Background: an optimization exercise with open tools, aiming at small area. Do not read the settings as production practice.
In this exercise RTL edits were held to simulation tests only and were not proved equivalent to the original.
Power and IR drop assume default switching activity.

purple:
==> module sonar_channel, before the edit <==
module sonar_channel (
    input  wire logic                        wb_clk_i,
    input  wire logic                        wb_rst_i,
    input  wire logic                        ce_pdm_i,
    input  wire logic                        ce_pcm_i,
    input  wire logic                        sstb_i,
    input  wire logic                        lstb_i,
    input  wire logic                        wclr_i,      
    input  wire logic                        pdm_i,
    input  wire logic                        mclear_i,
    input  wire logic                        thresh_wr_i,
    input  wire logic [sonar_pkg::BUS_W-1:0] wdat_i,
    output logic [sonar_pkg::BUS_W-1:0]      sample_o,
    output logic [sonar_pkg::BUS_W-1:0]      level_o,
    output logic [sonar_pkg::BUS_W-1:0]      thresh_o,
    output logic                             echo_o
);
    localparam int W = sonar_pkg::BUS_W;
    localparam int L = 7;                  
    localparam int H = W + 1 - L;          
    logic [W-1:0] cnt;
    logic [W:0]   a1, a2;      
    logic [W-1:0] inc;         
    logic         tp;          
    logic         ic;          
    logic [L-1:0] pair_lo, sum_lo;
    logic         pc_raw, pc, sc;
    logic [W-1:0] tmp;         
    assign inc = cnt + W'(ce_pdm_i & pdm_i);
    assign tp  = ce_pcm_i & pdm_i;
    assign ic  = tp & (&cnt[L-1:0]);
    sonar_ripple #(.N(L)) u_pair_lo (.a_i(cnt[L-1:0]), .b_i(sample_o[L-1:0]), .c_i(tp),
                                     .s_o(pair_lo), .c_o(pc_raw));
    sonar_ripple #(.N(L)) u_sum_lo  (.a_i(pair_lo), .b_i(a2[L-1:0]), .c_i(1'b0),
                                     .s_o(sum_lo), .c_o(sc));
    assign pc  = pc_raw & ~ic;
    assign tmp = {sample_o[W-1:L], sum_lo[L-1:2], sc, pc};
    logic [H-1:0] pair_hi;
    logic [H:0]   sum_hi;
    sonar_ripple #(.N(H-1)) u_pair_hi (.a_i(sample_o[W-1:L]), .b_i(cnt[W-1:L]), .c_i(cnt[0]),
                                       .s_o(pair_hi[H-2:0]), .c_o(pair_hi[H-1]));
    sonar_ripple #(.N(H)) u_sum_hi    (.a_i(pair_hi), .b_i(a2[W:L]), .c_i(cnt[1]),
                                       .s_o(sum_hi[H-1:0]), .c_o(sum_hi[H]));
    logic [W-1:0] thresh_n;
    logic         gt_lo, gt_h0, gt_h1, gt;
    logic [9:0]   cs_lo;
    logic [5:0]   cs_h0, cs_h1;
    assign thresh_o = ~thresh_n;
    sonar_ripple #(.N(10)) u_cmp_lo (.a_i(level_o[9:0]),  .b_i(thresh_n[9:0]),  .c_i(1'b0), .s_o(cs_lo), .c_o(gt_lo));
    sonar_ripple #(.N(6)) u_cmp_h0 (.a_i(level_o[15:10]), .b_i(thresh_n[15:10]), .c_i(1'b0), .s_o(cs_h0), .c_o(gt_h0));
    sonar_ripple #(.N(6)) u_cmp_h1 (.a_i(level_o[15:10]), .b_i(thresh_n[15:10]), .c_i(1'b1), .s_o(cs_h1), .c_o(gt_h1));
    assign gt = gt_lo ? gt_h1 : gt_h0;
    always_ff @(posedge wb_clk_i) begin
        if (wb_rst_i || sstb_i)
            cnt <= '0;
        else if (ce_pcm_i)
            cnt <= tmp;
        else
            cnt <= inc;
    end
    always_ff @(posedge wb_clk_i) begin
        if (wb_rst_i)
            sample_o <= '0;
        else if (ce_pcm_i)
            sample_o <= inc;
    end
    always_ff @(posedge wb_clk_i) begin
        if (ce_pcm_i || wclr_i) begin
            a1[L-1:0] <= pair_lo;
            a2[L-1:0] <= a1[L-1:0];
        end
        if (sstb_i || wclr_i) begin
            a1[W:L] <= pair_hi;
            a2[W:L] <= a1[W:L];
        end
    end
    always_ff @(posedge wb_clk_i) begin
        if (wb_rst_i)
            level_o <= '0;
        else if (sstb_i)
            level_o <= {sum_hi, cnt[L-1:2]};
    end
    always_ff @(posedge wb_clk_i) begin
        if (wb_rst_i) begin
            thresh_n <= '0;
            echo_o   <= 1'b0;
        end else begin
            if (thresh_wr_i)
                thresh_n <= ~wdat_i;
            if (mclear_i || thresh_wr_i)
                echo_o <= 1'b0;
            else if (lstb_i && gt)
                echo_o <= 1'b1;
        end
    end
endmodule
export LEC_CHECK = 0
export CAP_MARGIN = 0
export CORE_MARGIN = 2
export CORE_UTILIZATION = 65
export SLEW_MARGIN = 0
create_clock -name core_clock -period 6.0 [get_ports {wb_clk_i}]
standard.sh (not shown) runs the stock make flow with config.mk's settings and CLKGATE_MAP_FILE= SYNTH_SCRIPT=/design/flow/synth_recipe.tcl, a recipe that flattens the netlist after the stock synthesis.
==> flow/flow/run.sh <==
#!/bin/bash
# Standard layout with two changes: ports get the smallest buffer (buf_1)
# instead of clkdlybuf4s50_1, and clock tree synthesis adds no dummy loads and
# clusters sinks into groups a clkbuf_8 can drive within the clock-pin slew limit.
set -euo pipefail
CTS="-sink_clustering_enable -repair_clock_nets -dont_use_dummy_load"
CTS="$CTS -sink_clustering_size 20 -sink_clustering_max_diameter 55"
CTS="$CTS -buf_list sky130_fd_sc_hd__clkbuf_8"
bash standard.sh "CTS_ARGS=$CTS" "BUFFER_PORTS_ARGS=-buffer_cell sky130_fd_sc_hd__buf_1" finish > standard.log 2>&1
The following lists how green was set up differently from purple:
--- a/flow/design.v
+++ b/flow/design.v
@@ -154,14 +154,13 @@
     sonar_ripple #(.N(H)) u_sum_hi    (.a_i(pair_hi), .b_i(a2[W:L]), .c_i(cnt[1]),
                                        .s_o(sum_hi[H-1:0]), .c_o(sum_hi[H]));
     logic [W-1:0] thresh_n;
     logic         gt_lo, gt_h0, gt_h1, gt;
-    logic [9:0]   cs_lo;
-    logic [5:0]   cs_h0, cs_h1;
+    logic [7:0]   cs_lo, cs_h0, cs_h1;
     assign thresh_o = ~thresh_n;
-    sonar_ripple #(.N(10)) u_cmp_lo (.a_i(level_o[9:0]),  .b_i(thresh_n[9:0]),  .c_i(1'b0), .s_o(cs_lo), .c_o(gt_lo));
-    sonar_ripple #(.N(6)) u_cmp_h0 (.a_i(level_o[15:10]), .b_i(thresh_n[15:10]), .c_i(1'b0), .s_o(cs_h0), .c_o(gt_h0));
-    sonar_ripple #(.N(6)) u_cmp_h1 (.a_i(level_o[15:10]), .b_i(thresh_n[15:10]), .c_i(1'b1), .s_o(cs_h1), .c_o(gt_h1));
+    sonar_ripple #(.N(8)) u_cmp_lo (.a_i(level_o[7:0]),  .b_i(thresh_n[7:0]),  .c_i(1'b0), .s_o(cs_lo), .c_o(gt_lo));
+    sonar_ripple #(.N(8)) u_cmp_h0 (.a_i(level_o[15:8]), .b_i(thresh_n[15:8]), .c_i(1'b0), .s_o(cs_h0), .c_o(gt_h0));
+    sonar_ripple #(.N(8)) u_cmp_h1 (.a_i(level_o[15:8]), .b_i(thresh_n[15:8]), .c_i(1'b1), .s_o(cs_h1), .c_o(gt_h1));
     assign gt = gt_lo ? gt_h1 : gt_h0;
     always_ff @(posedge wb_clk_i) begin
         if (wb_rst_i || sstb_i)
             cnt <= '0;
Findings:
Lower sequential-to-total area share from yosys stat among purple and green: green
~same post-route fraction of the period consumed by the critical path in purple and green
Relative to purple, fraction of power consumed by sequential logic has gone down in green.
The simple-gate share of the synthesized area in green was lower than what purple gave.
Compared with purple, in green worst setup timing slack at the placement stage moved down, total area of multi-input combinational cells grew by 130 µm², all-layer global routing usage now sits higher, antenna diode instance count went up, total power rose 1.2%.
green against purple: die width higher; wire length of the first global-routing pass held steady; internal portion of total power went up; clock buffer count moved up.

-- static timing again, ports no longer ideal --
In the flow no input, the clock included, has a driving cell. The finished layouts below were timed again as built, in two steps.
Step 1 (the two cells are an assumption about what drives the block):
set clk [get_ports {wb_clk_i}]
set_driving_cell -lib_cell sky130_fd_sc_hd__clkbuf_16 $clk
set_driving_cell -lib_cell sky130_fd_sc_hd__buf_2 [delete_from_list [all_inputs] $clk]
Step 2 also shifts input and output timing later by t, the mid clock arrival at the registers, as if the neighbouring blocks saw the same clock.
a / b / c = no drivers / after step 1 / after step 2; a / b = the first two.
run	shift t [ns]	setup WS [ns]	worst setup path after step 2	clock arrival spread, ns
purple	0.603	0.266 / 0.266 / 0.266	register to register	0.069 / 0.069
green	0.668	0.264 / 0.264 / 0.264	register to register	0.065 / 0.065
After both steps every run listed still meets setup and hold.
